This is an optimization exercise on Yosys and OpenROAD, whose aim is small area, a short achievable clock period and few clock cycles, not a production implementation.
Where RTL was checked, it was by simulation tests only, not by an equivalence proof against the original.
Only the layout flow was run in run 1; the RTL was not checked for function there.
Power is estimated from default activity; no workload was simulated.

==> flow/design.v, too long to show whole: its modules and the start of the top module <==
// module mac_dot: 1487 lines
// module mac_fa: 4 lines
// module mac_ha: 4 lines
// module mac_hai: 4 lines
// module mac_ppn: 3 lines
// module mac_ppa: 3 lines
// module mac_top: 94 lines
module mac_top (
    input  logic         CLK,
    input  logic         RSTN,
    input  logic [11:0]  mnt_i,        
    input  logic         start_i,
    output logic         done_o,
    output logic [3:0]   w_rd_o,       
    input  logic [63:0]  w_rdata_i,    
    output logic [3:0]   i_rd_o,       
    input  logic [63:0]  i_rdata_i,    
    output logic [68:0]  o_wr_o        
);
  // ...
==> flow/flow/run.sh <==
#!/bin/bash
# The standard layout with two changes:
#  - the smallest buffer on every port (repair_timing upsizes the ones on
#    critical paths)
#  - a clock tree of fewer, larger leaf clusters and no dummy loads
bash standard.sh \
  "BUFFER_PORTS_ARGS=-buffer_cell sky130_fd_sc_hd__buf_1" \
  "CTS_ARGS=-sink_clustering_enable -sink_clustering_size 24 -sink_clustering_max_diameter 80 -buf_list {sky130_fd_sc_hd__clkbuf_8 sky130_fd_sc_hd__clkbuf_16} -dont_use_dummy_load -repair_clock_nets" \
  finish > standard.log 2>&1
==> flow/standard.sh <==
#!/bin/bash
# synth_recipe.tcl (not shown) runs the flow's synth.tcl, then flattens the netlist and writes it again
# the make line also repeats each setting of config.mk as NAME=value (left out here)
make -C /OpenROAD-flow-scripts/flow DESIGN_CONFIG=/design/flow/config.mk WORK_HOME=/design/flow/orfs CLKGATE_MAP_FILE= SYNTH_SCRIPT=/design/flow/synth_recipe.tcl "${@:-finish}"
==> flow/config.mk <==
export PLATFORM = sky130hd
export DESIGN_NAME = mac_top
export DESIGN_NICKNAME = mac_top
export VERILOG_FILES = /design/flow/design.v
export SDC_FILE = /design/flow/constraint.sdc
export NUM_CORES = 4
export LEC_CHECK = 0
export CAP_MARGIN = 20
export CORE_MARGIN = 2
export CORE_UTILIZATION = 30
export SETUP_SLACK_MARGIN = 3.0
export SLEW_MARGIN = 20
export SYNTH_HIERARCHICAL = 1
==> flow/constraint.sdc <==
create_clock -name core_clock -period 5.5 [get_ports {CLK}]
set_input_delay 1.1000 -clock core_clock [delete_from_list [all_inputs] [get_ports {CLK}]]
set_output_delay 1.1000 -clock core_clock [all_outputs]
set_load 0.01 [all_outputs]
==> reports/results.tsv, run 1 <==
metric	value	unit
Synth area leader	fa_1	
most used routing layer	met2	
crit path to	dot_inst.s491_q1	
drt first-iter violations	600	
Via density	4.92	
R2R setup slack	3.04	ns
#MultiIn Comb	694	
commonest non-fill, non-tap cell in the layout	dfxtp_1	
number of signal-net buffers in the layout	157	
slack of the critical path	2.99	ns
cell area after synthesis	12100	sq um
detailed-route via count	8111	
Comb pwr share	52.3	%
CP Data Required Time	5.87	ns
total negative setup slack	0	ns
Clock buf/inv share	2.93	%
Core Region	39700	sq um
Reg2Reg Depth	5	
most frequent cells in the layout	dfxtp_1 (200), nand3_1 (180), fa_1 (127), fa_2 (97), buf_1 (86)	
met2 wire length	14200	microns
Crit path buffers/inverters	1	
f_max	398	MHz
share of layout cells above drive strength 1	22.5	%
die boundary width	204	microns
register area share after synthesis	36.6	%
sequential power share	34.2	%
sequential power	2700	uW
Worst path depth	5	
status	complete, no violations	
DRT antenna net count	0	
mux contribution to synthesized area	0.259	%
CP dominant cell by count	fa_2	
largest reg by FF count	acc_q	
Top FF cell, synth	dfxtp_1	
Hold Slack	0.332	ns
==> run 2: changes to the inputs <==
--- a/flow/design.v
+++ b/flow/design.v
@@ -702,5 +702,5 @@
     logic c694;
     logic s695;
-    logic c696;
+    logic s696;
     logic s697;
     logic c698;
@@ -710,5 +710,5 @@
     logic c702;
     logic s703;
-    logic s704;
+    logic c704;
     logic s705;
     logic c706;
@@ -726,6 +726,4 @@
     logic c718;
     logic s719;
-    logic c720;
-    logic s721;
     logic pp65_q1;
     logic s257_q1;
@@ -736,94 +734,111 @@
     logic s275_q1;
     logic s277_q1;
+    logic s287_q1;
+    logic c276_q1;
+    logic c278_q1;
     logic s289_q1;
     logic s291_q1;
     logic s293_q1;
-    logic s295_q1;
+    logic s305_q1;
+    logic c290_q1;
+    logic c292_q1;
+    logic c294_q1;
+    logic s307_q1;
+    logic s309_q1;
+    logic s311_q1;
     logic s313_q1;
-    logic s315_q1;
-    logic c296_q1;
-    logic s317_q1;
-    logic s319_q1;
+    logic c310_q1;
+    logic c312_q1;
+    logic c314_q1;
+    logic s331_q1;
+    logic s333_q1;
+    logic s335_q1;
     logic s337_q1;
     logic s339_q1;
-    logic s341_q1;
-    logic s343_q1;
-    logic c318_q1;
-    logic c320_q1;
-    logic s345_q1;
-    logic s347_q1;
-    logic s371_q1;
-    logic s373_q1;
-    logic s375_q1;
-    logic s377_q1;
-    logic c346_q1;
-    logic c348_q1;
-    logic s379_q1;
-    logic s381_q1;
-    logic s409_q1;
-    logic s411_q1;
-    logic s413_q1;
-    logic s415_q1;
-    logic c380_q1;
-    logic c382_q1;
-    logic s417_q1;
-    logic s419_q1;
-    logic s421_q1;
-    logic s447_q1;
-    logic s449_q1;
-    logic s451_q1;
-    logic c418_q1;
-    logic c420_q1;
-    logic c422_q1;
-    logic s453_q1;
+    logic c332_q1;
+    logic c334_q1;
+    logic c336_q1;
+    logic c338_q1;
+    logic s359_q1;
+    logic s361_q1;
+    logic s363_q1;
+    logic s365_q1;
+    logic s367_q1;
+    logic s369_q1;
+    logic c340_q1;
+    logic c366_q1;
+    logic c368_q1;
+    logic c370_q1;
+    logic s391_q1;
+    logic s393_q1;
+    logic s395_q1;
+    logic s397_q1;
+    logic s399_q1;
+    logic s401_q1;
+    logic s403_q1;
+    logic s405_q1;
+    logic c394_q1;
+    logic c396_q1;
+    logic c398_q1;
+    logic c400_q1;
+    logic c402_q1;
+    logic c404_q1;
+    logic s425_q1;
+    logic s427_q1;
+    logic s429_q1;
+    logic s431_q1;
+    logic s433_q1;
+    logic s435_q1;
+    logic c406_q1;
+    logic s437_q1;
+    logic c428_q1;
+    logic c430_q1;
+    logic c432_q1;
+    logic c434_q1;
+    logic c436_q1;
     logic s455_q1;
     logic s457_q1;
     logic s459_q1;
-    logic s479_q1;
+    logic s461_q1;
+    logic s463_q1;
+    logic c438_q1;
+    logic s465_q1;
+    logic c462_q1;
+    logic c464_q1;
     logic s481_q1;
     logic s483_q1;
     logic s485_q1;
-    logic c454_q1;
-    logic c456_q1;
-    logic c458_q1;
-    logic c460_q1;
     logic s487_q1;
     logic s489_q1;
+    logic c466_q1;
     logic s491_q1;
-    logic s509_q1;
-    logic s511_q1;
-    logic s513_q1;
-    logic s515_q1;
+    logic c486_q1;
     logic c488_q1;
     logic c490_q1;
+    logic s503_q1;
+    logic s505_q1;
+    logic s507_q1;
+    logic s509_q1;
     logic c492_q1;
-    logic s517_q1;
-    logic s519_q1;
+    logic s511_q1;
+    logic c504_q1;
+    logic c506_q1;
+    logic c508_q1;
+    logic c510_q1;
+    logic s521_q1;
+    logic s523_q1;
+    logic s525_q1;
+    logic c512_q1;
+    logic c524_q1;
+    logic c526_q1;
     logic s531_q1;
     logic s533_q1;
     logic s535_q1;
-    logic s537_q1;
-    logic c518_q1;
-    logic c520_q1;
     logic s539_q1;
+    logic c536_q1;
     logic s541_q1;
     logic c538_q1;
-    logic s551_q1;
-    logic s553_q1;
-    logic s555_q1;
     logic c540_q1;
     logic c542_q1;
-    logic s557_q1;
-    logic s565_q1;
-    logic c558_q1;
-    logic s567_q1;
-    logic s569_q1;
-    logic s573_q1;
-    logic c568_q1;
-    logic c570_q1;
-    logic s575_q1;
-    logic c572_q1;
-    logic c574_q1;
-    logic c576_q1;
     logic pp65_q1_q2;
     logic s257_q1_q2;
@@ -831,32 +846,36 @@
     logic s265_q1_q2;
     logic s277_q1_q2;
-    logic s577_q2;
-    logic s581_q2;
-    logic s587_q2;
-    logic s597_q2;
-    logic c598_q2;
-    logic s609_q2;
-    logic c608_q2;
-    logic c610_q2;
-    logic s621_q2;
-    logic c622_q2;
-    logic s635_q2;
+    logic s543_q2;
+    logic s549_q2;
+    logic s559_q2;
+    logic s571_q2;
+    logic s583_q2;
+    logic c572_q2;
+    logic s585_q2;
+    logic c586_q2;
+    logic s601_q2;
+    logic c600_q2;
+    logic s617_q2;
+    logic s619_q2;
+    logic c602_q2;
+    logic s637_q2;
+    logic s639_q2;
     logic c636_q2;
     logic s651_q2;
-    logic s663_q2;
-    logic c652_q2;
-    logic s665_q2;
-    logic s675_q2;
-    logic c666_q2;
+    logic c638_q2;
+    logic s653_q2;
+    logic c640_q2;
+    logic c654_q2;
+    logic s667_q2;
     logic s677_q2;
+    logic c668_q2;
+    logic s679_q2;
     logic s685_q2;
-    logic c678_q2;
+    logic c680_q2;
     logic s687_q2;
-    logic s695_q2;
+    logic s693_q2;
     logic c688_q2;
-    logic c696_q2;
-    logic s701_q2;
-    logic s704_q2;
-    logic c702_q2;
+    logic c694_q2;
+    logic s696_q2;
     mac_ppn u_pp1 (.a(x_i[0]), .b(w_i[0]), .m(mask_i[0]), .p(pp1));
     mac_ppn u_pp2 (.a(x_i[0]), .b(w_i[1]), .m(mask_i[0]), .p(pp2));
@@ -1134,219 +1153,218 @@
     mac_fa u_s291 (.a(c272), .b(c274), .c(s279), .s(s291), .co(c292));
     mac_fa u_s293 (.a(s281), .b(s283), .c(s285), .s(s293), .co(c294));
-    mac_fa u_s295 (.a(s287), .b(c276), .c(c278), .s(s295), .co(c296));
-    mac_fa u_s297 (.a(pp12), .b(pp133), .c(pp140), .s(s297), .co(c298));
-    mac_fa u_s299 (.a(pp147), .b(pp154), .c(pp161), .s(s299), .co(c300));
-    mac_fa u_s301 (.a(pp19), .b(pp197), .c(pp204), .s(s301), .co(c302));
-    mac_fa u_s303 (.a(pp211), .b(pp218), .c(pp225), .s(s303), .co(c304));
-    mac_fa u_s305 (.a(pp26), .b(pp33), .c(pp5), .s(s305), .co(c306));
-    mac_fa u_s307 (.a(pp69), .b(pp76), .c(pp83), .s(s307), .co(c308));
-    mac_fa u_s309 (.a(pp90), .b(pp97), .c(c280), .s(s309), .co(c310));
-    mac_fa u_s311 (.a(c282), .b(c284), .c(c286), .s(s311), .co(c312));
-    mac_fa u_s313 (.a(c288), .b(s297), .c(s299), .s(s313), .co(c314));
-    mac_fa u_s315 (.a(s301), .b(s303), .c(s305), .s(s315), .co(c316));
-    mac_fa u_s317 (.a(s307), .b(c290), .c(c292), .s(s317), .co(c318));
-    mac_fa u_s319 (.a(c294), .b(s309), .c(s311), .s(s319), .co(c320));
-    mac_fa u_s321 (.a(pp105), .b(pp13), .c(pp134), .s(s321), .co(c322));
-    mac_fa u_s323 (.a(pp141), .b(pp148), .c(pp155), .s(s323), .co(c324));
-    mac_fa u_s325 (.a(pp162), .b(pp169), .c(pp198), .s(s325), .co(c326));
-    mac_fa u_s327 (.a(pp20), .b(pp205), .c(pp212), .s(s327), .co(c328));
-    mac_fa u_s329 (.a(pp219), .b(pp226), .c(pp233), .s(s329), .co(c330));
-    mac_fa u_s331 (.a(pp27), .b(pp34), .c(pp41), .s(s331), .co(c332));
-    mac_fa u_s333 (.a(pp6), .b(pp70), .c(pp77), .s(s333), .co(c334));
-    mac_fa u_s335 (.a(pp84), .b(pp91), .c(pp98), .s(s335), .co(c336));
-    mac_fa u_s337 (.a(c298), .b(c300), .c(c302), .s(s337), .co(c338));
-    mac_fa u_s339 (.a(c304), .b(c306), .c(c308), .s(s339), .co(c340));
-    mac_fa u_s341 (.a(s321), .b(s323), .c(s325), .s(s341), .co(c342));
-    mac_fa u_s343 (.a(s327), .b(s329), .c(s331), .s(s343), .co(c344));
-    mac_fa u_s345 (.a(s333), .b(s335), .c(c310), .s(s345), .co(c346));
-    mac_fa u_s347 (.a(c312), .b(c314), .c(c316), .s(s347), .co(c348));
-    mac_fa u_s349 (.a(pp106), .b(pp113), .c(pp135), .s(s349), .co(c350));
-    mac_fa u_s351 (.a(pp14), .b(pp142), .c(pp149), .s(s351), .co(c352));
-    mac_fa u_s353 (.a(pp156), .b(pp163), .c(pp170), .s(s353), .co(c354));
-    mac_fa u_s355 (.a(pp177), .b(pp199), .c(pp206), .s(s355), .co(c356));
-    mac_fa u_s357 (.a(pp21), .b(pp213), .c(pp220), .s(s357), .co(c358));
-    mac_fa u_s359 (.a(pp227), .b(pp234), .c(pp241), .s(s359), .co(c360));
-    mac_fa u_s361 (.a(pp28), .b(pp35), .c(pp42), .s(s361), .co(c362));
-    mac_fa u_s363 (.a(pp49), .b(pp7), .c(pp71), .s(s363), .co(c364));
-    mac_fa u_s365 (.a(pp78), .b(pp85), .c(pp92), .s(s365), .co(c366));
-    mac_fa u_s367 (.a(pp99), .b(c322), .c(c324), .s(s367), .co(c368));
-    mac_fa u_s369 (.a(c326), .b(c328), .c(c330), .s(s369), .co(c370));
-    mac_fa u_s371 (.a(c332), .b(c334), .c(c336), .s(s371), .co(c372));
-    mac_fa u_s373 (.a(s349), .b(s351), .c(s353), .s(s373), .co(c374));
-    mac_fa u_s375 (.a(s355), .b(s357), .c(s359), .s(s375), .co(c376));
-    mac_fa u_s377 (.a(s361), .b(s363), .c(s365), .s(s377), .co(c378));
-    mac_fa u_s379 (.a(c338), .b(c340), .c(c342), .s(s379), .co(c380));
-    mac_fa u_s381 (.a(c344), .b(s367), .c(s369), .s(s381), .co(c382));
-    mac_fa u_s383 (.a(pp100), .b(pp107), .c(pp114), .s(s383), .co(c384));
-    mac_fa u_s385 (.a(pp121), .b(pp136), .c(pp143), .s(s385), .co(c386));
-    mac_fa u_s387 (.a(pp15), .b(pp150), .c(pp157), .s(s387), .co(c388));
-    mac_fa u_s389 (.a(pp164), .b(pp171), .c(pp178), .s(s389), .co(c390));
-    mac_fa u_s391 (.a(pp185), .b(pp200), .c(pp207), .s(s391), .co(c392));
-    mac_fa u_s393 (.a(pp214), .b(pp22), .c(pp221), .s(s393), .co(c394));
-    mac_fa u_s395 (.a(pp228), .b(pp235), .c(pp242), .s(s395), .co(c396));
-    mac_fa u_s397 (.a(pp249), .b(pp29), .c(pp36), .s(s397), .co(c398));
-    mac_fa u_s399 (.a(pp43), .b(pp50), .c(pp57), .s(s399), .co(c400));
-    mac_fa u_s401 (.a(pp72), .b(pp79), .c(pp8), .s(s401), .co(c402));
-    mac_fa u_s403 (.a(pp86), .b(pp93), .c(c350), .s(s403), .co(c404));
-    mac_fa u_s405 (.a(c352), .b(c354), .c(c356), .s(s405), .co(c406));
-    mac_fa u_s407 (.a(c358), .b(c360), .c(c362), .s(s407), .co(c408));
-    mac_fa u_s409 (.a(c364), .b(c366), .c(s383), .s(s409), .co(c410));
-    mac_fa u_s411 (.a(s385), .b(s387), .c(s389), .s(s411), .co(c412));
-    mac_fa u_s413 (.a(s391), .b(s393), .c(s395), .s(s413), .co(c414));
-    mac_fa u_s415 (.a(s397), .b(s399), .c(s401), .s(s415), .co(c416));
-    mac_fa u_s417 (.a(c368), .b(c370), .c(c372), .s(s417), .co(c418));
-    mac_fa u_s419 (.a(c374), .b(c376), .c(c378), .s(s419), .co(c420));
-    mac_fa u_s421 (.a(s403), .b(s405), .c(s407), .s(s421), .co(c422));
-    mac_fa u_s423 (.a(pp101), .b(pp108), .c(pp115), .s(s423), .co(c424));
-    mac_fa u_s425 (.a(pp122), .b(pp144), .c(pp151), .s(s425), .co(c426));
-    mac_fa u_s427 (.a(pp158), .b(pp16), .c(pp165), .s(s427), .co(c428));
-    mac_fa u_s429 (.a(pp172), .b(pp179), .c(pp186), .s(s429), .co(c430));
-    mac_fa u_s431 (.a(pp208), .b(pp215), .c(pp222), .s(s431), .co(c432));
-    mac_fa u_s433 (.a(pp229), .b(pp23), .c(pp236), .s(s433), .co(c434));
-    mac_fa u_s435 (.a(pp243), .b(pp250), .c(pp30), .s(s435), .co(c436));
-    mac_fa u_s437 (.a(pp37), .b(pp44), .c(pp51), .s(s437), .co(c438));
-    mac_fa u_s439 (.a(pp58), .b(pp80), .c(pp87), .s(s439), .co(c440));
-    mac_fa u_s441 (.a(pp94), .b(c384), .c(c386), .s(s441), .co(c442));
-    mac_fa u_s443 (.a(c388), .b(c390), .c(c392), .s(s443), .co(c444));
-    mac_fa u_s445 (.a(c394), .b(c396), .c(c398), .s(s445), .co(c446));
-    mac_fa u_s447 (.a(c400), .b(c402), .c(s423), .s(s447), .co(c448));
-    mac_fa u_s449 (.a(s425), .b(s427), .c(s429), .s(s449), .co(c450));
-    mac_fa u_s451 (.a(s431), .b(s433), .c(s435), .s(s451), .co(c452));
-    mac_fa u_s453 (.a(s437), .b(s439), .c(c404), .s(s453), .co(c454));
-    mac_fa u_s455 (.a(c406), .b(c408), .c(c410), .s(s455), .co(c456));
-    mac_fa u_s457 (.a(c412), .b(c414), .c(c416), .s(s457), .co(c458));
-    mac_fa u_s459 (.a(s441), .b(s443), .c(s445), .s(s459), .co(c460));
-    mac_fa u_s461 (.a(pp102), .b(pp109), .c(pp116), .s(s461), .co(c462));
-    mac_fa u_s463 (.a(pp123), .b(pp152), .c(pp159), .s(s463), .co(c464));
-    mac_fa u_s465 (.a(pp166), .b(pp173), .c(pp180), .s(s465), .co(c466));
-    mac_fa u_s467 (.a(pp187), .b(pp216), .c(pp223), .s(s467), .co(c468));
-    mac_fa u_s469 (.a(pp230), .b(pp237), .c(pp24), .s(s469), .co(c470));
-    mac_fa u_s471 (.a(pp244), .b(pp251), .c(pp31), .s(s471), .co(c472));
-    mac_fa u_s473 (.a(pp38), .b(pp45), .c(pp52), .s(s473), .co(c474));
-    mac_fa u_s475 (.a(pp59), .b(pp88), .c(pp95), .s(s475), .co(c476));
-    mac_fa u_s477 (.a(c424), .b(c426), .c(c428), .s(s477), .co(c478));
-    mac_fa u_s479 (.a(c430), .b(c432), .c(c434), .s(s479), .co(c480));
-    mac_fa u_s481 (.a(c436), .b(c438), .c(c440), .s(s481), .co(c482));
-    mac_fa u_s483 (.a(s461), .b(s463), .c(s465), .s(s483), .co(c484));
-    mac_fa u_s485 (.a(s467), .b(s469), .c(s471), .s(s485), .co(c486));
-    mac_fa u_s487 (.a(s473), .b(s475), .c(c442), .s(s487), .co(c488));
-    mac_fa u_s489 (.a(c444), .b(c446), .c(c448), .s(s489), .co(c490));
-    mac_fa u_s491 (.a(c450), .b(c452), .c(s477), .s(s491), .co(c492));
-    mac_ha u_s493 (.a(pp103), .b(pp110), .s(s493), .co(c494));
-    mac_fa u_s495 (.a(pp117), .b(pp124), .c(pp160), .s(s495), .co(c496));
-    mac_fa u_s497 (.a(pp167), .b(pp174), .c(pp181), .s(s497), .co(c498));
-    mac_fa u_s499 (.a(pp188), .b(pp224), .c(pp231), .s(s499), .co(c500));
-    mac_fa u_s501 (.a(pp238), .b(pp245), .c(pp252), .s(s501), .co(c502));
-    mac_fa u_s503 (.a(pp32), .b(pp39), .c(pp46), .s(s503), .co(c504));
-    mac_fa u_s505 (.a(pp53), .b(pp60), .c(pp96), .s(s505), .co(c506));
-    mac_fa u_s507 (.a(s493), .b(c462), .c(c464), .s(s507), .co(c508));
-    mac_fa u_s509 (.a(c466), .b(c468), .c(c470), .s(s509), .co(c510));
-    mac_fa u_s511 (.a(c472), .b(c474), .c(c476), .s(s511), .co(c512));
-    mac_fa u_s513 (.a(s495), .b(s497), .c(s499), .s(s513), .co(c514));
-    mac_fa u_s515 (.a(s501), .b(s503), .c(s505), .s(s515), .co(c516));
-    mac_fa u_s517 (.a(c478), .b(c480), .c(c482), .s(s517), .co(c518));
-    mac_fa u_s519 (.a(c484), .b(c486), .c(s507), .s(s519), .co(c520));
-    mac_fa u_s521 (.a(pp104), .b(pp111), .c(pp118), .s(s521), .co(c522));
-    mac_fa u_s523 (.a(pp125), .b(pp168), .c(pp175), .s(s523), .co(c524));
-    mac_fa u_s525 (.a(pp182), .b(pp189), .c(pp232), .s(s525), .co(c526));
-    mac_fa u_s527 (.a(pp239), .b(pp246), .c(pp253), .s(s527), .co(c528));
-    mac_fa u_s529 (.a(pp40), .b(pp47), .c(pp54), .s(s529), .co(c530));
-    mac_fa u_s531 (.a(pp61), .b(c494), .c(c496), .s(s531), .co(c532));
-    mac_fa u_s533 (.a(c498), .b(c500), .c(c502), .s(s533), .co(c534));
-    mac_fa u_s535 (.a(c504), .b(c506), .c(s521), .s(s535), .co(c536));
-    mac_fa u_s537 (.a(s523), .b(s525), .c(s527), .s(s537), .co(c538));
-    mac_fa u_s539 (.a(s529), .b(c508), .c(c510), .s(s539), .co(c540));
-    mac_fa u_s541 (.a(c512), .b(c514), .c(c516), .s(s541), .co(c542));
-    mac_fa u_s543 (.a(pp112), .b(pp119), .c(pp126), .s(s543), .co(c544));
-    mac_fa u_s545 (.a(pp176), .b(pp183), .c(pp190), .s(s545), .co(c546));
-    mac_fa u_s547 (.a(pp240), .b(pp247), .c(pp254), .s(s547), .co(c548));
-    mac_fa u_s549 (.a(pp48), .b(pp55), .c(pp62), .s(s549), .co(c550));
-    mac_fa u_s551 (.a(c522), .b(c524), .c(c526), .s(s551), .co(c552));
-    mac_fa u_s553 (.a(c528), .b(c530), .c(s543), .s(s553), .co(c554));
-    mac_fa u_s555 (.a(s545), .b(s547), .c(s549), .s(s555), .co(c556));
-    mac_fa u_s557 (.a(c532), .b(c534), .c(c536), .s(s557), .co(c558));
-    mac_fa u_s559 (.a(pp120), .b(pp127), .c(pp184), .s(s559), .co(c560));
-    mac_fa u_s561 (.a(pp191), .b(pp248), .c(pp255), .s(s561), .co(c562));
-    mac_fa u_s563 (.a(pp56), .b(pp63), .c(c544), .s(s563), .co(c564));
-    mac_fa u_s565 (.a(c546), .b(c548), .c(c550), .s(s565), .co(c566));
-    mac_fa u_s567 (.a(s559), .b(s561), .c(c552), .s(s567), .co(c568));
-    mac_fa u_s569 (.a(c554), .b(c556), .c(s563), .s(s569), .co(c570));
-    mac_fa u_s571 (.a(pp128), .b(pp192), .c(pp256), .s(s571), .co(c572));
-    mac_fa u_s573 (.a(pp64), .b(c560), .c(c562), .s(s573), .co(c574));
-    mac_fa u_s575 (.a(s571), .b(c564), .c(c566), .s(s575), .co(c576));
-    mac_fa u_s577 (.a(c264_q1), .b(c266_q1), .c(s275_q1), .s(s577), .co(c578));
-    mac_fa u_s579 (.a(s289_q1), .b(s291_q1), .c(s293_q1), .s(s579), .co(c580));
-    mac_fa u_s581 (.a(s295_q1), .b(c578), .c(s579), .s(s581), .co(c582));
-    mac_fa u_s583 (.a(c296_q1), .b(s313_q1), .c(s315_q1), .s(s583), .co(c584));
-    mac_fa u_s585 (.a(s317_q1), .b(s319_q1), .c(c580), .s(s585), .co(c586));
-    mac_fa u_s587 (.a(s583), .b(c582), .c(s585), .s(s587), .co(c588));
-    mac_fa u_s589 (.a(c318_q1), .b(c320_q1), .c(s337_q1), .s(s589), .co(c590));
-    mac_fa u_s591 (.a(s339_q1), .b(s341_q1), .c(s343_q1), .s(s591), .co(c592));
-    mac_fa u_s593 (.a(s345_q1), .b(s347_q1), .c(c584), .s(s593), .co(c594));
-    mac_fa u_s595 (.a(s589), .b(s591), .c(c586), .s(s595), .co(c596));
-    mac_fa u_s597 (.a(s593), .b(c588), .c(s595), .s(s597), .co(c598));
-    mac_fa u_s599 (.a(c346_q1), .b(c348_q1), .c(s371_q1), .s(s599), .co(c600));
-    mac_fa u_s601 (.a(s373_q1), .b(s375_q1), .c(s377_q1), .s(s601), .co(c602));
-    mac_fa u_s603 (.a(s379_q1), .b(s381_q1), .c(c590), .s(s603), .co(c604));
-    mac_fa u_s605 (.a(c592), .b(s599), .c(s601), .s(s605), .co(c606));
-    mac_fa u_s607 (.a(c594), .b(s603), .c(s605), .s(s607), .co(c608));
-    mac_hai u_s609 (.a(c596), .b(s607), .s(s609), .co(c610));
-    mac_fa u_s611 (.a(c380_q1), .b(c382_q1), .c(s409_q1), .s(s611), .co(c612));
-    mac_fa u_s613 (.a(s411_q1), .b(s413_q1), .c(s415_q1), .s(s613), .co(c614));
-    mac_fa u_s615 (.a(s417_q1), .b(s419_q1), .c(s421_q1), .s(s615), .co(c616));
-    mac_fa u_s617 (.a(c600), .b(c602), .c(s611), .s(s617), .co(c618));
-    mac_fa u_s619 (.a(s613), .b(s615), .c(c604), .s(s619), .co(c620));
-    mac_fa u_s621 (.a(c606), .b(s617), .c(s619), .s(s621), .co(c622));
-    mac_fa u_s623 (.a(c418_q1), .b(c420_q1), .c(c422_q1), .s(s623), .co(c624));
-    mac_fa u_s625 (.a(s447_q1), .b(s449_q1), .c(s451_q1), .s(s625), .co(c626));
-    mac_fa u_s627 (.a(s453_q1), .b(s455_q1), .c(s457_q1), .s(s627), .co(c628));
-    mac_fa u_s629 (.a(s459_q1), .b(c612), .c(c614), .s(s629), .co(c630));
-    mac_fa u_s631 (.a(c616), .b(s623), .c(s625), .s(s631), .co(c632));
-    mac_fa u_s633 (.a(s627), .b(c618), .c(s629), .s(s633), .co(c634));
-    mac_fa u_s635 (.a(s631), .b(c620), .c(s633), .s(s635), .co(c636));
-    mac_fa u_s637 (.a(c454_q1), .b(c456_q1), .c(c458_q1), .s(s637), .co(c638));
-    mac_fa u_s639 (.a(c460_q1), .b(s479_q1), .c(s481_q1), .s(s639), .co(c640));
-    mac_fa u_s641 (.a(s483_q1), .b(s485_q1), .c(s487_q1), .s(s641), .co(c642));
-    mac_fa u_s643 (.a(s489_q1), .b(s491_q1), .c(c624), .s(s643), .co(c644));
-    mac_fa u_s645 (.a(c626), .b(c628), .c(s637), .s(s645), .co(c646));
-    mac_fa u_s647 (.a(s639), .b(s641), .c(c630), .s(s647), .co(c648));
-    mac_fa u_s649 (.a(c632), .b(s643), .c(s645), .s(s649), .co(c650));
-    mac_fa u_s651 (.a(c634), .b(s647), .c(s649), .s(s651), .co(c652));
-    mac_fa u_s653 (.a(c488_q1), .b(c490_q1), .c(c492_q1), .s(s653), .co(c654));
-    mac_fa u_s655 (.a(s509_q1), .b(s511_q1), .c(s513_q1), .s(s655), .co(c656));
-    mac_fa u_s657 (.a(s515_q1), .b(s517_q1), .c(s519_q1), .s(s657), .co(c658));
-    mac_fa u_s659 (.a(c638), .b(c640), .c(c642), .s(s659), .co(c660));
-    mac_fa u_s661 (.a(s653), .b(s655), .c(s657), .s(s661), .co(c662));
-    mac_fa u_s663 (.a(c644), .b(c646), .c(s659), .s(s663), .co(c664));
-    mac_fa u_s665 (.a(s661), .b(c648), .c(c650), .s(s665), .co(c666));
-    mac_fa u_s667 (.a(c518_q1), .b(c520_q1), .c(s531_q1), .s(s667), .co(c668));
-    mac_fa u_s669 (.a(s533_q1), .b(s535_q1), .c(s537_q1), .s(s669), .co(c670));
-    mac_fa u_s671 (.a(s539_q1), .b(s541_q1), .c(c654), .s(s671), .co(c672));
-    mac_fa u_s673 (.a(c656), .b(c658), .c(s667), .s(s673), .co(c674));
-    mac_fa u_s675 (.a(s669), .b(c660), .c(c662), .s(s675), .co(c676));
-    mac_fa u_s677 (.a(s671), .b(s673), .c(c664), .s(s677), .co(c678));
-    mac_fa u_s679 (.a(c538_q1), .b(c540_q1), .c(c542_q1), .s(s679), .co(c680));
-    mac_fa u_s681 (.a(s551_q1), .b(s553_q1), .c(s555_q1), .s(s681), .co(c682));
-    mac_fa u_s683 (.a(s557_q1), .b(c668), .c(c670), .s(s683), .co(c684));
-    mac_fa u_s685 (.a(s679), .b(s681), .c(c672), .s(s685), .co(c686));
-    mac_fa u_s687 (.a(c674), .b(s683), .c(c676), .s(s687), .co(c688));
-    mac_fa u_s689 (.a(c558_q1), .b(s565_q1), .c(s567_q1), .s(s689), .co(c690));
-    mac_fa u_s691 (.a(s569_q1), .b(c680), .c(c682), .s(s691), .co(c692));
-    mac_fa u_s693 (.a(s689), .b(c684), .c(s691), .s(s693), .co(c694));
-    mac_hai u_s695 (.a(c686), .b(s693), .s(s695), .co(c696));
-    mac_fa u_s697 (.a(c568_q1), .b(c570_q1), .c(s573_q1), .s(s697), .co(c698));
-    mac_fa u_s699 (.a(s575_q1), .b(c690), .c(s697), .s(s699), .co(c700));
-    mac_fa u_s701 (.a(c692), .b(s699), .c(c694), .s(s701), .co(c702));
-    assign s703 = c572_q1 ^ c574_q1 ^ c576_q1;
-    assign s704 = c698 ^ s703 ^ c700;
-    mac_fa u_s705 (.a(c608_q2), .b(c610_q2), .c(s621_q2), .s(s705), .co(c706));
-    mac_hai u_s707 (.a(c622_q2), .b(s635_q2), .s(s707), .co(c708));
-    mac_hai u_s709 (.a(c636_q2), .b(s651_q2), .s(s709), .co(c710));
-    mac_fa u_s711 (.a(c652_q2), .b(s663_q2), .c(s665_q2), .s(s711), .co(c712));
-    mac_fa u_s713 (.a(c666_q2), .b(s675_q2), .c(s677_q2), .s(s713), .co(c714));
-    mac_fa u_s715 (.a(c678_q2), .b(s685_q2), .c(s687_q2), .s(s715), .co(c716));
-    mac_hai u_s717 (.a(c688_q2), .b(s695_q2), .s(s717), .co(c718));
-    mac_hai u_s719 (.a(c696_q2), .b(s701_q2), .s(s719), .co(c720));
-    assign s721 = c702_q2 ^ s704_q2 ^ c720;
+    mac_fa u_s295 (.a(pp12), .b(pp133), .c(pp140), .s(s295), .co(c296));
+    mac_fa u_s297 (.a(pp147), .b(pp154), .c(pp161), .s(s297), .co(c298));
+    mac_fa u_s299 (.a(pp19), .b(pp197), .c(pp204), .s(s299), .co(c300));
+    mac_fa u_s301 (.a(pp211), .b(pp218), .c(pp225), .s(s301), .co(c302));
+    mac_fa u_s303 (.a(pp26), .b(pp33), .c(pp5), .s(s303), .co(c304));
+    mac_fa u_s305 (.a(pp69), .b(pp76), .c(pp83), .s(s305), .co(c306));
+    mac_fa u_s307 (.a(pp90), .b(pp97), .c(c280), .s(s307), .co(c308));
+    mac_fa u_s309 (.a(c282), .b(c284), .c(c286), .s(s309), .co(c310));
+    mac_fa u_s311 (.a(c288), .b(s295), .c(s297), .s(s311), .co(c312));
+    mac_fa u_s313 (.a(s299), .b(s301), .c(s303), .s(s313), .co(c314));
+    mac_fa u_s315 (.a(pp105), .b(pp13), .c(pp134), .s(s315), .co(c316));
+    mac_fa u_s317 (.a(pp141), .b(pp148), .c(pp155), .s(s317), .co(c318));
+    mac_fa u_s319 (.a(pp162), .b(pp169), .c(pp198), .s(s319), .co(c320));
+    mac_fa u_s321 (.a(pp20), .b(pp205), .c(pp212), .s(s321), .co(c322));
+    mac_fa u_s323 (.a(pp219), .b(pp226), .c(pp233), .s(s323), .co(c324));
+    mac_fa u_s325 (.a(pp27), .b(pp34), .c(pp41), .s(s325), .co(c326));
+    mac_fa u_s327 (.a(pp6), .b(pp70), .c(pp77), .s(s327), .co(c328));
+    mac_fa u_s329 (.a(pp84), .b(pp91), .c(pp98), .s(s329), .co(c330));
+    mac_fa u_s331 (.a(c296), .b(c298), .c(c300), .s(s331), .co(c332));
+    mac_fa u_s333 (.a(c302), .b(c304), .c(c306), .s(s333), .co(c334));
+    mac_fa u_s335 (.a(s315), .b(s317), .c(s319), .s(s335), .co(c336));
+    mac_fa u_s337 (.a(s321), .b(s323), .c(s325), .s(s337), .co(c338));
+    mac_fa u_s339 (.a(s327), .b(s329), .c(c308), .s(s339), .co(c340));
+    mac_fa u_s341 (.a(pp106), .b(pp113), .c(pp135), .s(s341), .co(c342));
+    mac_fa u_s343 (.a(pp14), .b(pp142), .c(pp149), .s(s343), .co(c344));
+    mac_fa u_s345 (.a(pp156), .b(pp163), .c(pp170), .s(s345), .co(c346));
+    mac_fa u_s347 (.a(pp177), .b(pp199), .c(pp206), .s(s347), .co(c348));
+    mac_fa u_s349 (.a(pp21), .b(pp213), .c(pp220), .s(s349), .co(c350));
+    mac_fa u_s351 (.a(pp227), .b(pp234), .c(pp241), .s(s351), .co(c352));
+    mac_fa u_s353 (.a(pp28), .b(pp35), .c(pp42), .s(s353), .co(c354));
+    mac_fa u_s355 (.a(pp49), .b(pp7), .c(pp71), .s(s355), .co(c356));
+    mac_fa u_s357 (.a(pp78), .b(pp85), .c(pp92), .s(s357), .co(c358));
+    mac_fa u_s359 (.a(pp99), .b(c316), .c(c318), .s(s359), .co(c360));
+    mac_fa u_s361 (.a(c320), .b(c322), .c(c324), .s(s361), .co(c362));
+    mac_fa u_s363 (.a(c326), .b(c328), .c(c330), .s(s363), .co(c364));
+    mac_fa u_s365 (.a(s341), .b(s343), .c(s345), .s(s365), .co(c366));
+    mac_fa u_s367 (.a(s347), .b(s349), .c(s351), .s(s367), .co(c368));
+    mac_fa u_s369 (.a(s353), .b(s355), .c(s357), .s(s369), .co(c370));
+    mac_fa u_s371 (.a(pp100), .b(pp107), .c(pp114), .s(s371), .co(c372));
+    mac_fa u_s373 (.a(pp121), .b(pp136), .c(pp143), .s(s373), .co(c374));
+    mac_fa u_s375 (.a(pp15), .b(pp150), .c(pp157), .s(s375), .co(c376));
+    mac_fa u_s377 (.a(pp164), .b(pp171), .c(pp178), .s(s377), .co(c378));
+    mac_fa u_s379 (.a(pp185), .b(pp200), .c(pp207), .s(s379), .co(c380));
+    mac_fa u_s381 (.a(pp214), .b(pp22), .c(pp221), .s(s381), .co(c382));
+    mac_fa u_s383 (.a(pp228), .b(pp235), .c(pp242), .s(s383), .co(c384));
+    mac_fa u_s385 (.a(pp249), .b(pp29), .c(pp36), .s(s385), .co(c386));
+    mac_fa u_s387 (.a(pp43), .b(pp50), .c(pp57), .s(s387), .co(c388));
+    mac_fa u_s389 (.a(pp72), .b(pp79), .c(pp8), .s(s389), .co(c390));
+    mac_fa u_s391 (.a(pp86), .b(pp93), .c(c342), .s(s391), .co(c392));
+    mac_fa u_s393 (.a(c344), .b(c346), .c(c348), .s(s393), .co(c394));
+    mac_fa u_s395 (.a(c350), .b(c352), .c(c354), .s(s395), .co(c396));
+    mac_fa u_s397 (.a(c356), .b(c358), .c(s371), .s(s397), .co(c398));
+    mac_fa u_s399 (.a(s373), .b(s375), .c(s377), .s(s399), .co(c400));
+    mac_fa u_s401 (.a(s379), .b(s381), .c(s383), .s(s401), .co(c402));
+    mac_fa u_s403 (.a(s385), .b(s387), .c(s389), .s(s403), .co(c404));
+    mac_fa u_s405 (.a(c360), .b(c362), .c(c364), .s(s405), .co(c406));
+    mac_fa u_s407 (.a(pp101), .b(pp108), .c(pp115), .s(s407), .co(c408));
+    mac_fa u_s409 (.a(pp122), .b(pp144), .c(pp151), .s(s409), .co(c410));
+    mac_fa u_s411 (.a(pp158), .b(pp16), .c(pp165), .s(s411), .co(c412));
+    mac_fa u_s413 (.a(pp172), .b(pp179), .c(pp186), .s(s413), .co(c414));
+    mac_fa u_s415 (.a(pp208), .b(pp215), .c(pp222), .s(s415), .co(c416));
+    mac_fa u_s417 (.a(pp229), .b(pp23), .c(pp236), .s(s417), .co(c418));
+    mac_fa u_s419 (.a(pp243), .b(pp250), .c(pp30), .s(s419), .co(c420));
+    mac_fa u_s421 (.a(pp37), .b(pp44), .c(pp51), .s(s421), .co(c422));
+    mac_fa u_s423 (.a(pp58), .b(pp80), .c(pp87), .s(s423), .co(c424));
+    mac_fa u_s425 (.a(pp94), .b(c372), .c(c374), .s(s425), .co(c426));
+    mac_fa u_s427 (.a(c376), .b(c378), .c(c380), .s(s427), .co(c428));
+    mac_fa u_s429 (.a(c382), .b(c384), .c(c386), .s(s429), .co(c430));
+    mac_fa u_s431 (.a(c388), .b(c390), .c(s407), .s(s431), .co(c432));
+    mac_fa u_s433 (.a(s409), .b(s411), .c(s413), .s(s433), .co(c434));
+    mac_fa u_s435 (.a(s415), .b(s417), .c(s419), .s(s435), .co(c436));
+    mac_fa u_s437 (.a(s421), .b(s423), .c(c392), .s(s437), .co(c438));
+    mac_fa u_s439 (.a(pp102), .b(pp109), .c(pp116), .s(s439), .co(c440));
+    mac_fa u_s441 (.a(pp123), .b(pp152), .c(pp159), .s(s441), .co(c442));
+    mac_fa u_s443 (.a(pp166), .b(pp173), .c(pp180), .s(s443), .co(c444));
+    mac_fa u_s445 (.a(pp187), .b(pp216), .c(pp223), .s(s445), .co(c446));
+    mac_fa u_s447 (.a(pp230), .b(pp237), .c(pp24), .s(s447), .co(c448));
+    mac_fa u_s449 (.a(pp244), .b(pp251), .c(pp31), .s(s449), .co(c450));
+    mac_fa u_s451 (.a(pp38), .b(pp45), .c(pp52), .s(s451), .co(c452));
+    mac_fa u_s453 (.a(pp59), .b(pp88), .c(pp95), .s(s453), .co(c454));
+    mac_fa u_s455 (.a(c408), .b(c410), .c(c412), .s(s455), .co(c456));
+    mac_fa u_s457 (.a(c414), .b(c416), .c(c418), .s(s457), .co(c458));
+    mac_fa u_s459 (.a(c420), .b(c422), .c(c424), .s(s459), .co(c460));
+    mac_fa u_s461 (.a(s439), .b(s441), .c(s443), .s(s461), .co(c462));
+    mac_fa u_s463 (.a(s445), .b(s447), .c(s449), .s(s463), .co(c464));
+    mac_fa u_s465 (.a(s451), .b(s453), .c(c426), .s(s465), .co(c466));
+    mac_ha u_s467 (.a(pp103), .b(pp110), .s(s467), .co(c468));
+    mac_fa u_s469 (.a(pp117), .b(pp124), .c(pp160), .s(s469), .co(c470));
+    mac_fa u_s471 (.a(pp167), .b(pp174), .c(pp181), .s(s471), .co(c472));
+    mac_fa u_s473 (.a(pp188), .b(pp224), .c(pp231), .s(s473), .co(c474));
+    mac_fa u_s475 (.a(pp238), .b(pp245), .c(pp252), .s(s475), .co(c476));
+    mac_fa u_s477 (.a(pp32), .b(pp39), .c(pp46), .s(s477), .co(c478));
+    mac_fa u_s479 (.a(pp53), .b(pp60), .c(pp96), .s(s479), .co(c480));
+    mac_fa u_s481 (.a(s467), .b(c440), .c(c442), .s(s481), .co(c482));
+    mac_fa u_s483 (.a(c444), .b(c446), .c(c448), .s(s483), .co(c484));
+    mac_fa u_s485 (.a(c450), .b(c452), .c(c454), .s(s485), .co(c486));
+    mac_fa u_s487 (.a(s469), .b(s471), .c(s473), .s(s487), .co(c488));
+    mac_fa u_s489 (.a(s475), .b(s477), .c(s479), .s(s489), .co(c490));
+    mac_fa u_s491 (.a(c456), .b(c458), .c(c460), .s(s491), .co(c492));
+    mac_fa u_s493 (.a(pp104), .b(pp111), .c(pp118), .s(s493), .co(c494));
+    mac_fa u_s495 (.a(pp125), .b(pp168), .c(pp175), .s(s495), .co(c496));
+    mac_fa u_s497 (.a(pp182), .b(pp189), .c(pp232), .s(s497), .co(c498));
+    mac_fa u_s499 (.a(pp239), .b(pp246), .c(pp253), .s(s499), .co(c500));
+    mac_fa u_s501 (.a(pp40), .b(pp47), .c(pp54), .s(s501), .co(c502));
+    mac_fa u_s503 (.a(pp61), .b(c468), .c(c470), .s(s503), .co(c504));
+    mac_fa u_s505 (.a(c472), .b(c474), .c(c476), .s(s505), .co(c506));
+    mac_fa u_s507 (.a(c478), .b(c480), .c(s493), .s(s507), .co(c508));
+    mac_fa u_s509 (.a(s495), .b(s497), .c(s499), .s(s509), .co(c510));
+    mac_fa u_s511 (.a(s501), .b(c482), .c(c484), .s(s511), .co(c512));
+    mac_fa u_s513 (.a(pp112), .b(pp119), .c(pp126), .s(s513), .co(c514));
+    mac_fa u_s515 (.a(pp176), .b(pp183), .c(pp190), .s(s515), .co(c516));
+    mac_fa u_s517 (.a(pp240), .b(pp247), .c(pp254), .s(s517), .co(c518));
+    mac_fa u_s519 (.a(pp48), .b(pp55), .c(pp62), .s(s519), .co(c520));
+    mac_fa u_s521 (.a(c494), .b(c496), .c(c498), .s(s521), .co(c522));
+    mac_fa u_s523 (.a(c500), .b(c502), .c(s513), .s(s523), .co(c524));
+    mac_fa u_s525 (.a(s515), .b(s517), .c(s519), .s(s525), .co(c526));
+    mac_fa u_s527 (.a(pp120), .b(pp127), .c(pp184), .s(s527), .co(c528));
+    mac_fa u_s529 (.a(pp191), .b(pp248), .c(pp255), .s(s529), .co(c530));
+    mac_fa u_s531 (.a(pp56), .b(pp63), .c(c514), .s(s531), .co(c532));
+    mac_fa u_s533 (.a(c516), .b(c518), .c(c520), .s(s533), .co(c534));
+    mac_fa u_s535 (.a(s527), .b(s529), .c(c522), .s(s535), .co(c536));
+    mac_fa u_s537 (.a(pp128), .b(pp192), .c(pp256), .s(s537), .co(c538));
+    mac_fa u_s539 (.a(pp64), .b(c528), .c(c530), .s(s539), .co(c540));
+    mac_fa u_s541 (.a(s537), .b(c532), .c(c534), .s(s541), .co(c542));
+    mac_fa u_s543 (.a(c264_q1), .b(c266_q1), .c(s275_q1), .s(s543), .co(c544));
+    mac_fa u_s545 (.a(c276_q1), .b(c278_q1), .c(s287_q1), .s(s545), .co(c546));
+    mac_fa u_s547 (.a(s289_q1), .b(s291_q1), .c(s293_q1), .s(s547), .co(c548));
+    mac_fa u_s549 (.a(c544), .b(s545), .c(s547), .s(s549), .co(c550));
+    mac_fa u_s551 (.a(c290_q1), .b(c292_q1), .c(c294_q1), .s(s551), .co(c552));
+    mac_fa u_s553 (.a(s305_q1), .b(s307_q1), .c(s309_q1), .s(s553), .co(c554));
+    mac_fa u_s555 (.a(s311_q1), .b(s313_q1), .c(c546), .s(s555), .co(c556));
+    mac_fa u_s557 (.a(c548), .b(s551), .c(s553), .s(s557), .co(c558));
+    mac_fa u_s559 (.a(c550), .b(s555), .c(s557), .s(s559), .co(c560));
+    mac_fa u_s561 (.a(c310_q1), .b(c312_q1), .c(c314_q1), .s(s561), .co(c562));
+    mac_fa u_s563 (.a(s331_q1), .b(s333_q1), .c(s335_q1), .s(s563), .co(c564));
+    mac_fa u_s565 (.a(s337_q1), .b(s339_q1), .c(c552), .s(s565), .co(c566));
+    mac_fa u_s567 (.a(c554), .b(s561), .c(s563), .s(s567), .co(c568));
+    mac_fa u_s569 (.a(c556), .b(c558), .c(s565), .s(s569), .co(c570));
+    mac_fa u_s571 (.a(s567), .b(c560), .c(s569), .s(s571), .co(c572));
+    mac_fa u_s573 (.a(c332_q1), .b(c334_q1), .c(c336_q1), .s(s573), .co(c574));
+    mac_fa u_s575 (.a(c338_q1), .b(c340_q1), .c(s359_q1), .s(s575), .co(c576));
+    mac_fa u_s577 (.a(s361_q1), .b(s363_q1), .c(s365_q1), .s(s577), .co(c578));
+    mac_fa u_s579 (.a(s367_q1), .b(s369_q1), .c(c562), .s(s579), .co(c580));
+    mac_fa u_s581 (.a(c564), .b(s573), .c(s575), .s(s581), .co(c582));
+    mac_fa u_s583 (.a(s577), .b(c566), .c(c568), .s(s583), .co(c584));
+    mac_fa u_s585 (.a(s579), .b(s581), .c(c570), .s(s585), .co(c586));
+    mac_fa u_s587 (.a(c366_q1), .b(c368_q1), .c(c370_q1), .s(s587), .co(c588));
+    mac_fa u_s589 (.a(s391_q1), .b(s393_q1), .c(s395_q1), .s(s589), .co(c590));
+    mac_fa u_s591 (.a(s397_q1), .b(s399_q1), .c(s401_q1), .s(s591), .co(c592));
+    mac_fa u_s593 (.a(s403_q1), .b(s405_q1), .c(c574), .s(s593), .co(c594));
+    mac_fa u_s595 (.a(c576), .b(c578), .c(s587), .s(s595), .co(c596));
+    mac_fa u_s597 (.a(s589), .b(s591), .c(c580), .s(s597), .co(c598));
+    mac_fa u_s599 (.a(c582), .b(s593), .c(s595), .s(s599), .co(c600));
+    mac_fa u_s601 (.a(c584), .b(s597), .c(s599), .s(s601), .co(c602));
+    mac_fa u_s603 (.a(c394_q1), .b(c396_q1), .c(c398_q1), .s(s603), .co(c604));
+    mac_fa u_s605 (.a(c400_q1), .b(c402_q1), .c(c404_q1), .s(s605), .co(c606));
+    mac_fa u_s607 (.a(c406_q1), .b(s425_q1), .c(s427_q1), .s(s607), .co(c608));
+    mac_fa u_s609 (.a(s429_q1), .b(s431_q1), .c(s433_q1), .s(s609), .co(c610));
+    mac_fa u_s611 (.a(s435_q1), .b(s437_q1), .c(c588), .s(s611), .co(c612));
+    mac_fa u_s613 (.a(c590), .b(c592), .c(s603), .s(s613), .co(c614));
+    mac_fa u_s615 (.a(s605), .b(s607), .c(s609), .s(s615), .co(c616));
+    mac_fa u_s617 (.a(c594), .b(c596), .c(s611), .s(s617), .co(c618));
+    mac_fa u_s619 (.a(s613), .b(s615), .c(c598), .s(s619), .co(c620));
+    mac_fa u_s621 (.a(c428_q1), .b(c430_q1), .c(c432_q1), .s(s621), .co(c622));
+    mac_fa u_s623 (.a(c434_q1), .b(c436_q1), .c(c438_q1), .s(s623), .co(c624));
+    mac_fa u_s625 (.a(s455_q1), .b(s457_q1), .c(s459_q1), .s(s625), .co(c626));
+    mac_fa u_s627 (.a(s461_q1), .b(s463_q1), .c(s465_q1), .s(s627), .co(c628));
+    mac_fa u_s629 (.a(c604), .b(c606), .c(c608), .s(s629), .co(c630));
+    mac_fa u_s631 (.a(c610), .b(s621), .c(s623), .s(s631), .co(c632));
+    mac_fa u_s633 (.a(s625), .b(s627), .c(c612), .s(s633), .co(c634));
+    mac_fa u_s635 (.a(c614), .b(c616), .c(s629), .s(s635), .co(c636));
+    mac_fa u_s637 (.a(s631), .b(c618), .c(s633), .s(s637), .co(c638));
+    mac_hai u_s639 (.a(s635), .b(c620), .s(s639), .co(c640));
+    mac_fa u_s641 (.a(c462_q1), .b(c464_q1), .c(c466_q1), .s(s641), .co(c642));
+    mac_fa u_s643 (.a(s481_q1), .b(s483_q1), .c(s485_q1), .s(s643), .co(c644));
+    mac_fa u_s645 (.a(s487_q1), .b(s489_q1), .c(s491_q1), .s(s645), .co(c646));
+    mac_fa u_s647 (.a(c622), .b(c624), .c(c626), .s(s647), .co(c648));
+    mac_fa u_s649 (.a(c628), .b(s641), .c(s643), .s(s649), .co(c650));
+    mac_fa u_s651 (.a(s645), .b(c630), .c(c632), .s(s651), .co(c652));
+    mac_fa u_s653 (.a(s647), .b(s649), .c(c634), .s(s653), .co(c654));
+    mac_fa u_s655 (.a(c486_q1), .b(c488_q1), .c(c490_q1), .s(s655), .co(c656));
+    mac_fa u_s657 (.a(c492_q1), .b(s503_q1), .c(s505_q1), .s(s657), .co(c658));
+    mac_fa u_s659 (.a(s507_q1), .b(s509_q1), .c(s511_q1), .s(s659), .co(c660));
+    mac_fa u_s661 (.a(c642), .b(c644), .c(c646), .s(s661), .co(c662));
+    mac_fa u_s663 (.a(s655), .b(s657), .c(s659), .s(s663), .co(c664));
+    mac_fa u_s665 (.a(c648), .b(c650), .c(s661), .s(s665), .co(c666));
+    mac_fa u_s667 (.a(s663), .b(c652), .c(s665), .s(s667), .co(c668));
+    mac_fa u_s669 (.a(c504_q1), .b(c506_q1), .c(c508_q1), .s(s669), .co(c670));
+    mac_fa u_s671 (.a(c510_q1), .b(c512_q1), .c(s521_q1), .s(s671), .co(c672));
+    mac_fa u_s673 (.a(s523_q1), .b(s525_q1), .c(c656), .s(s673), .co(c674));
+    mac_fa u_s675 (.a(c658), .b(c660), .c(s669), .s(s675), .co(c676));
+    mac_fa u_s677 (.a(s671), .b(c662), .c(c664), .s(s677), .co(c678));
+    mac_fa u_s679 (.a(s673), .b(s675), .c(c666), .s(s679), .co(c680));
+    mac_fa u_s681 (.a(c524_q1), .b(c526_q1), .c(s531_q1), .s(s681), .co(c682));
+    mac_fa u_s683 (.a(s533_q1), .b(s535_q1), .c(c670), .s(s683), .co(c684));
+    mac_fa u_s685 (.a(c672), .b(s681), .c(c674), .s(s685), .co(c686));
+    mac_fa u_s687 (.a(c676), .b(s683), .c(c678), .s(s687), .co(c688));
+    mac_fa u_s689 (.a(c536_q1), .b(s539_q1), .c(s541_q1), .s(s689), .co(c690));
+    mac_fa u_s691 (.a(c682), .b(s689), .c(c684), .s(s691), .co(c692));
+    mac_hai u_s693 (.a(c686), .b(s691), .s(s693), .co(c694));
+    assign s695 = c538_q1 ^ c540_q1 ^ c542_q1;
+    assign s696 = c690 ^ s695 ^ c692;
+    mac_fa u_s697 (.a(c572_q2), .b(s583_q2), .c(s585_q2), .s(s697), .co(c698));
+    mac_hai u_s699 (.a(c586_q2), .b(s601_q2), .s(s699), .co(c700));
+    mac_fa u_s701 (.a(c600_q2), .b(c602_q2), .c(s617_q2), .s(s701), .co(c702));
+    mac_hai u_s703 (.a(s619_q2), .b(c700), .s(s703), .co(c704));
+    mac_fa u_s705 (.a(s637_q2), .b(s639_q2), .c(c702), .s(s705), .co(c706));
+    mac_fa u_s707 (.a(c636_q2), .b(c638_q2), .c(c640_q2), .s(s707), .co(c708));
+    mac_fa u_s709 (.a(s651_q2), .b(s653_q2), .c(s707), .s(s709), .co(c710));
+    mac_fa u_s711 (.a(c654_q2), .b(s667_q2), .c(c708), .s(s711), .co(c712));
+    mac_fa u_s713 (.a(c668_q2), .b(s677_q2), .c(s679_q2), .s(s713), .co(c714));
+    mac_fa u_s715 (.a(c680_q2), .b(s685_q2), .c(s687_q2), .s(s715), .co(c716));
+    mac_hai u_s717 (.a(c688_q2), .b(s693_q2), .s(s717), .co(c718));
+    assign s719 = c694_q2 ^ s696_q2 ^ c718;
     always_ff @(posedge CLK) begin
         pp65_q1 <= pp65;
@@ -1358,94 +1376,111 @@
         s275_q1 <= s275;
         s277_q1 <= s277;
+        s287_q1 <= s287;
+        c276_q1 <= c276;
+        c278_q1 <= c278;
         s289_q1 <= s289;
         s291_q1 <= s291;
         s293_q1 <= s293;
-        s295_q1 <= s295;
+        s305_q1 <= s305;
+        c290_q1 <= c290;
+        c292_q1 <= c292;
+        c294_q1 <= c294;
+        s307_q1 <= s307;
+        s309_q1 <= s309;
+        s311_q1 <= s311;
         s313_q1 <= s313;
-        s315_q1 <= s315;
-        c296_q1 <= c296;
-        s317_q1 <= s317;
-        s319_q1 <= s319;
+        c310_q1 <= c310;
+        c312_q1 <= c312;
+        c314_q1 <= c314;
+        s331_q1 <= s331;
+        s333_q1 <= s333;
+        s335_q1 <= s335;
         s337_q1 <= s337;
         s339_q1 <= s339;
-        s341_q1 <= s341;
-        s343_q1 <= s343;
-        c318_q1 <= c318;
-        c320_q1 <= c320;
-        s345_q1 <= s345;
-        s347_q1 <= s347;
-        s371_q1 <= s371;
-        s373_q1 <= s373;
-        s375_q1 <= s375;
-        s377_q1 <= s377;
-        c346_q1 <= c346;
-        c348_q1 <= c348;
-        s379_q1 <= s379;
-        s381_q1 <= s381;
-        s409_q1 <= s409;
-        s411_q1 <= s411;
-        s413_q1 <= s413;
-        s415_q1 <= s415;
-        c380_q1 <= c380;
-        c382_q1 <= c382;
-        s417_q1 <= s417;
-        s419_q1 <= s419;
-        s421_q1 <= s421;
-        s447_q1 <= s447;
-        s449_q1 <= s449;
-        s451_q1 <= s451;
-        c418_q1 <= c418;
-        c420_q1 <= c420;
-        c422_q1 <= c422;
-        s453_q1 <= s453;
+        c332_q1 <= c332;
+        c334_q1 <= c334;
+        c336_q1 <= c336;
+        c338_q1 <= c338;
+        s359_q1 <= s359;
+        s361_q1 <= s361;
+        s363_q1 <= s363;
+        s365_q1 <= s365;
+        s367_q1 <= s367;
+        s369_q1 <= s369;
+        c340_q1 <= c340;
+        c366_q1 <= c366;
+        c368_q1 <= c368;
+        c370_q1 <= c370;
+        s391_q1 <= s391;
+        s393_q1 <= s393;
+        s395_q1 <= s395;
+        s397_q1 <= s397;
+        s399_q1 <= s399;
+        s401_q1 <= s401;
+        s403_q1 <= s403;
+        s405_q1 <= s405;
+        c394_q1 <= c394;
+        c396_q1 <= c396;
+        c398_q1 <= c398;
+        c400_q1 <= c400;
+        c402_q1 <= c402;
+        c404_q1 <= c404;
+        s425_q1 <= s425;
+        s427_q1 <= s427;
+        s429_q1 <= s429;
+        s431_q1 <= s431;
+        s433_q1 <= s433;
+        s435_q1 <= s435;
+        c406_q1 <= c406;
+        s437_q1 <= s437;
+        c428_q1 <= c428;
+        c430_q1 <= c430;
+        c432_q1 <= c432;
+        c434_q1 <= c434;
+        c436_q1 <= c436;
         s455_q1 <= s455;
         s457_q1 <= s457;
         s459_q1 <= s459;
-        s479_q1 <= s479;
+        s461_q1 <= s461;
+        s463_q1 <= s463;
+        c438_q1 <= c438;
+        s465_q1 <= s465;
+        c462_q1 <= c462;
+        c464_q1 <= c464;
         s481_q1 <= s481;
         s483_q1 <= s483;
         s485_q1 <= s485;
-        c454_q1 <= c454;
-        c456_q1 <= c456;
-        c458_q1 <= c458;
-        c460_q1 <= c460;
         s487_q1 <= s487;
         s489_q1 <= s489;
+        c466_q1 <= c466;
         s491_q1 <= s491;
-        s509_q1 <= s509;
-        s511_q1 <= s511;
-        s513_q1 <= s513;
-        s515_q1 <= s515;
+        c486_q1 <= c486;
         c488_q1 <= c488;
         c490_q1 <= c490;
+        s503_q1 <= s503;
+        s505_q1 <= s505;
+        s507_q1 <= s507;
+        s509_q1 <= s509;
         c492_q1 <= c492;
-        s517_q1 <= s517;
-        s519_q1 <= s519;
+        s511_q1 <= s511;
+        c504_q1 <= c504;
+        c506_q1 <= c506;
+        c508_q1 <= c508;
+        c510_q1 <= c510;
+        s521_q1 <= s521;
+        s523_q1 <= s523;
+        s525_q1 <= s525;
+        c512_q1 <= c512;
+        c524_q1 <= c524;
+        c526_q1 <= c526;
         s531_q1 <= s531;
         s533_q1 <= s533;
         s535_q1 <= s535;
-        s537_q1 <= s537;
-        c518_q1 <= c518;
-        c520_q1 <= c520;
         s539_q1 <= s539;
+        c536_q1 <= c536;
         s541_q1 <= s541;
         c538_q1 <= c538;
-        s551_q1 <= s551;
-        s553_q1 <= s553;
-        s555_q1 <= s555;
         c540_q1 <= c540;
         c542_q1 <= c542;
-        s557_q1 <= s557;
-        s565_q1 <= s565;
-        c558_q1 <= c558;
-        s567_q1 <= s567;
-        s569_q1 <= s569;
-        s573_q1 <= s573;
-        c568_q1 <= c568;
-        c570_q1 <= c570;
-        s575_q1 <= s575;
-        c572_q1 <= c572;
-        c574_q1 <= c574;
-        c576_q1 <= c576;
         pp65_q1_q2 <= pp65_q1;
         s257_q1_q2 <= s257_q1;
@@ -1453,36 +1488,40 @@
         s265_q1_q2 <= s265_q1;
         s277_q1_q2 <= s277_q1;
-        s577_q2 <= s577;
-        s581_q2 <= s581;
-        s587_q2 <= s587;
-        s597_q2 <= s597;
-        c598_q2 <= c598;
-        s609_q2 <= s609;
-        c608_q2 <= c608;
-        c610_q2 <= c610;
-        s621_q2 <= s621;
-        c622_q2 <= c622;
-        s635_q2 <= s635;
+        s543_q2 <= s543;
+        s549_q2 <= s549;
+        s559_q2 <= s559;
+        s571_q2 <= s571;
+        s583_q2 <= s583;
+        c572_q2 <= c572;
+        s585_q2 <= s585;
+        c586_q2 <= c586;
+        s601_q2 <= s601;
+        c600_q2 <= c600;
+        s617_q2 <= s617;
+        s619_q2 <= s619;
+        c602_q2 <= c602;
+        s637_q2 <= s637;
+        s639_q2 <= s639;
         c636_q2 <= c636;
         s651_q2 <= s651;
-        s663_q2 <= s663;
-        c652_q2 <= c652;
-        s665_q2 <= s665;
-        s675_q2 <= s675;
-        c666_q2 <= c666;
+        c638_q2 <= c638;
+        s653_q2 <= s653;
+        c640_q2 <= c640;
+        c654_q2 <= c654;
+        s667_q2 <= s667;
         s677_q2 <= s677;
+        c668_q2 <= c668;
+        s679_q2 <= s679;
         s685_q2 <= s685;
-        c678_q2 <= c678;
+        c680_q2 <= c680;
         s687_q2 <= s687;
-        s695_q2 <= s695;
+        s693_q2 <= s693;
         c688_q2 <= c688;
-        c696_q2 <= c696;
-        s701_q2 <= s701;
-        s704_q2 <= s704;
-        c702_q2 <= c702;
+        c694_q2 <= c694;
+        s696_q2 <= s696;
     end
     logic [15:0] ra, rb;
-    assign ra = {s721, c718, s717, c714, c712, c710, c708, s707, s705, c598_q2, s597_q2, s587_q2, s581_q2, s277_q1_q2, s263_q1_q2, pp65_q1_q2};
-    assign rb = {1'b1, s719, c716, s715, s713, s711, s709, c706, 1'b1, s609_q2, 1'b1, 1'b1, 1'b1, s577_q2, s265_q1_q2, s257_q1_q2};
+    assign ra = {s719, s717, c714, s713, c710, c706, c704, s703, s699, s697, s571_q2, s559_q2, s549_q2, s277_q1_q2, s263_q1_q2, pp65_q1_q2};
+    assign rb = {1'b1, c716, s715, c712, s711, s709, s705, s701, c698, 1'b1, 1'b1, 1'b1, 1'b1, s543_q2, s265_q1_q2, s257_q1_q2};
     assign dot_o = ~(ra + rb + 16'd1);
 endmodule
--- a/flow/config.mk
+++ b/flow/config.mk
@@ -9,5 +9,5 @@
 export CORE_MARGIN = 2
 export CORE_UTILIZATION = 30
-export SETUP_SLACK_MARGIN = 3.0
+export SETUP_SLACK_MARGIN = 3.1
 export SLEW_MARGIN = 20
 export SYNTH_HIERARCHICAL = 1
==> run 2 against run 1 <==
Compared with the run above:
- still clean
- hold slack got worse by 0.011 ns
- register-to-register slack barely moved
- area after synthesis rose by 2.9%
- combinational power rose by 11%
- critical endpoint is now acc_q[63]
==> reports/results.tsv, run 2 <==
metric	value	unit	change
fillers	4000		
Placed Area	13800	sq um	
DRT Wirelength	32700	microns	
f_max	405	MHz	+1.8%
synth cell count leaders	dfxtp_1 (226), fa_1 (224), nand3_1 (206)		
Pleak	0.00558	uW	
Power Total	8600	uW	
post-synthesis register bit count	238		
final worst-path cycle share	44.9	%	
die height	207	microns	
Comb pwr share	53.4	%	+1.1 points
Placement Rows	74		
I/O pin count	221		
biggest regs	acc_q x64, mask_q x4		
total global-route track usage	15.1	%	
number of synthesized flops with an enable pin	0		
Critical Path Start Type	flop		
final setup vio count	0		
maximum vdd drop	0.321	mV	
Starting Density	30.4	%	
register area share after synthesis	38.9	%	+2.4 points
Detailed Place HPWL	25400	microns	
detailed-route via count	8218		+1.3%
count of warnings emitted by yosys	8		
asr flop ratio synth	5.04	%	
slack of the critical path	3.03	ns	+0.0448 ns
top post-synthesis cells by area	dfxtp_1 (36%), fa_1 (36%), nand3_1 (8.3%)		
grt ovf	0		
Core Region	40800	sq um	+2.8%
max cap viols	0		
critical path class	flop to flop		
hold path startpoint	dot_inst.s257_q1		
reg2reg start	dot_inst.c636_q2		
drt first-iter violations	639		+6.5%
crit path max fanout	5		
initial antenna violation count	0		
diodes inserted	0		
first-pass GRT wire length	50600	microns	
CP dominant cell by count	fa_1		
Synth area leader	dfxtp_1		
Slowest-stage cell, CP	fa_1		
vias in the first global route	8775		
CP Cell Sequence	fa_1, fa_1, ha_4, and4_4, o41ai_2, xnor2_2		
nets	1539		
fin. max-slew vios	0		
Final Hold Violating Endpoints	0		
pre-CTS setup slack	2.18	ns	
status	complete, no violations		
area grow syn2layout	19.2	%	
RSZ-0062 raised after global routing	yes		
Core Util, Final	36.2	%	
min Tclk post-route	2.47	ns	
sw power	3420	uW	
Worst-Margin Slew	0.884	ns	
commonest non-fill, non-tap cell in the layout	dfxtp_1		
Via density	4.89		-0.55%
Worst Hold Class	flop to flop		
Worst Setup End Kind	flop		
share of layout cells above drive strength 1	19.2	%	-3.3 points
largest reg by FF count	acc_q		
CTS Root Cell	clkbuf_16		
Die Footprint	43000	sq um	
TritonRoute pass-1 iters	5		
gp weighted congestion	0.883		
post-DR wirelength/cell	19.5	microns	
cell area after synthesis	12400	sq um	+2.9%
clock-pin slew on the worst setup and hold paths	0.09	ns	
Synth Instances	970		
final instance area	14800	sq um	
largest net degree at the start of global routing	65		
Worst slew margin	41.1	%	
worst skew pair latency	0.52	ns	
crit path from	dot_inst.c636_q2		
DRT antenna net count	0		unchanged
top cell type's share of synthesized area	36.5	%	
sequential power share	33.1	%	-1.1 points
CP peak stage delay	0.55	ns	
clk_skew	0.0450	ns	
drt drc	0		
clk buf depth	3		
total negative setup slack	0	ns	unchanged
CP Data Required Time	5.90	ns	+0.03 ns
die boundary width	207	microns	+1.4%
CTS buffer count	18		
Synth cell types	53		
most frequent cells in the layout	dfxtp_1 (217), nand3_1 (189), fa_1 (170), buf_1 (86), fa_2 (54)		
H-tree Lvls	1		
most common cell in the netlist	dfxtp_1		
Avg Inst Size Synth	12.8	sq um	
Int Pwr	5170	uW	
Worst Path Arrival	2.87	ns	
power per cell area	581	nW/um^2	
Largest register FFs	64		
Top FF cell, synth	dfxtp_1		
switching part of the total power	39.8	%	
CTS tree	built		
Port Buffer Count	150		
power share of the clock group	13.5	%	
clock sink total	238		
run 2: worst max-delay path: cells and delay by family, from the launching register on:
family / cells / cell delay [ns]
adder cells (fa/ha/maj): 3 / 1.26
AO/OA/AOI/OAI: 1 / 0.41
flip-flops: 1 / 0.32
AND/OR/NAND/NOR: 1 / 0.20
XOR/XNOR: 1 / 0.17
run 2: stage by stage:
| step | cells | hold WS, ns |
|---|---|---|
| final | 1679 | 0.321 |
| after global routing | 1679 | 0.324 |
| after CTS | 1667 | 0.321 |
| after detailed placement | 1646 | 0.314 |
| after global placement | 1646 | 0.314 |
| after floorplan | 972 | 0.310 |
run 2: final timing paths:
| path | cells after the start | endpoint | slack, ns |
|---|---|---|---|
| max in group asynchronous | 1 | wl_q[2] | 4.47 |
| min | 0 | dot_inst.s257_q1_q2 | 0.32 |
| max reg2reg | 6 | acc_q[63] | 3.03 |
| min reg2reg | 0 | dot_inst.s257_q1_q2 | 0.32 |
| max | 6 | acc_q[63] | 3.03 |
| min in group asynchronous | 1 | row_q[1] | 0.61 |
run 2: routing by layer:
| metal | up-vias | global-route usage [%] | wire length, microns | part of all wire, % |
|---|---|---|---|---|
| met5 | - | 0 | 0 | 0 |
| met4 | 0 | 5.27 | 1030 | 3.2 |
| met3 | 78 | 3.24 | 3050 | 9.3 |
| met2 | 468 | 23.8 | 14700 | 45 |
| met1 | 4082 | 20.6 | 13900 | 42 |
| li1 | 3590 | - | - | - |
run 2: layout make-up:
type                       count  area (sq um)  share of cell area (%)
multi-input combinational    686          7760                    52.5
sequential                   238          4850                    32.8
timing repair buffer         169           930                    6.29
tap                          532           666                    4.50
clock buffer                  18           450                    3.05
inverter                      36           135                   0.914
run 2: power groups by stage:
stage	sequential, uW	clock (uW)	combinational, uW
after global routing	2940	1280	5280
after detailed placement	2920	0	4190
after global placement	2890	0	4140
after floorplan	2910	0	2720
after CTS	2870	1220	4440
final	2850	1160	4590
run 2: kinds of logic after synthesis:
kind of cell | after synthesis | share of synthesized area (%)
and+or+nand+nor | 360 | 16.1
adders and majority gates | 247 | 38.5
DFF | 238 | 38.9
buffers and inverters | 48 | 1.61
AOI/OAI and AO/OA | 42 | 2.30
xor gates and xnor gates | 31 | 2.36
other | 2 | 0.0605
muxes | 2 | 0.171
run 2: repair_timing:
item,CTS,global route
hold endpoints to repair,0,0
resized for setup,74,88
setup buffers,3,12
endpoints found under the setup margin,72,23
pin swaps,4,8
hold buffers,0,0
run 2: per-module statistics from Yosys, one instance, submodules excluded:
module   area, sq um  times used  flip-flops and latches  cells
mac_dot         3710           1                     152    238
mac_fa          20.0         223                       0      1
mac_ha          12.5           1                       0      1
mac_hai         27.5           6                       0      5
mac_ppa         6.26          56                       0      1
mac_ppn         5.00         200                       0      1
mac_top         2710           1                      86    222
Testbench counts of run 2, summed over its fixed seeds: cycles 5,706.

Setup slack of run 2, layout unchanged: 3.033 ns with ideal ports, 3.033 ns with driving cells assumed (clock clkbuf_16, inputs buf_2), 2.563 ns with port delays also shifted by the 0.545 ns mid clock arrival.
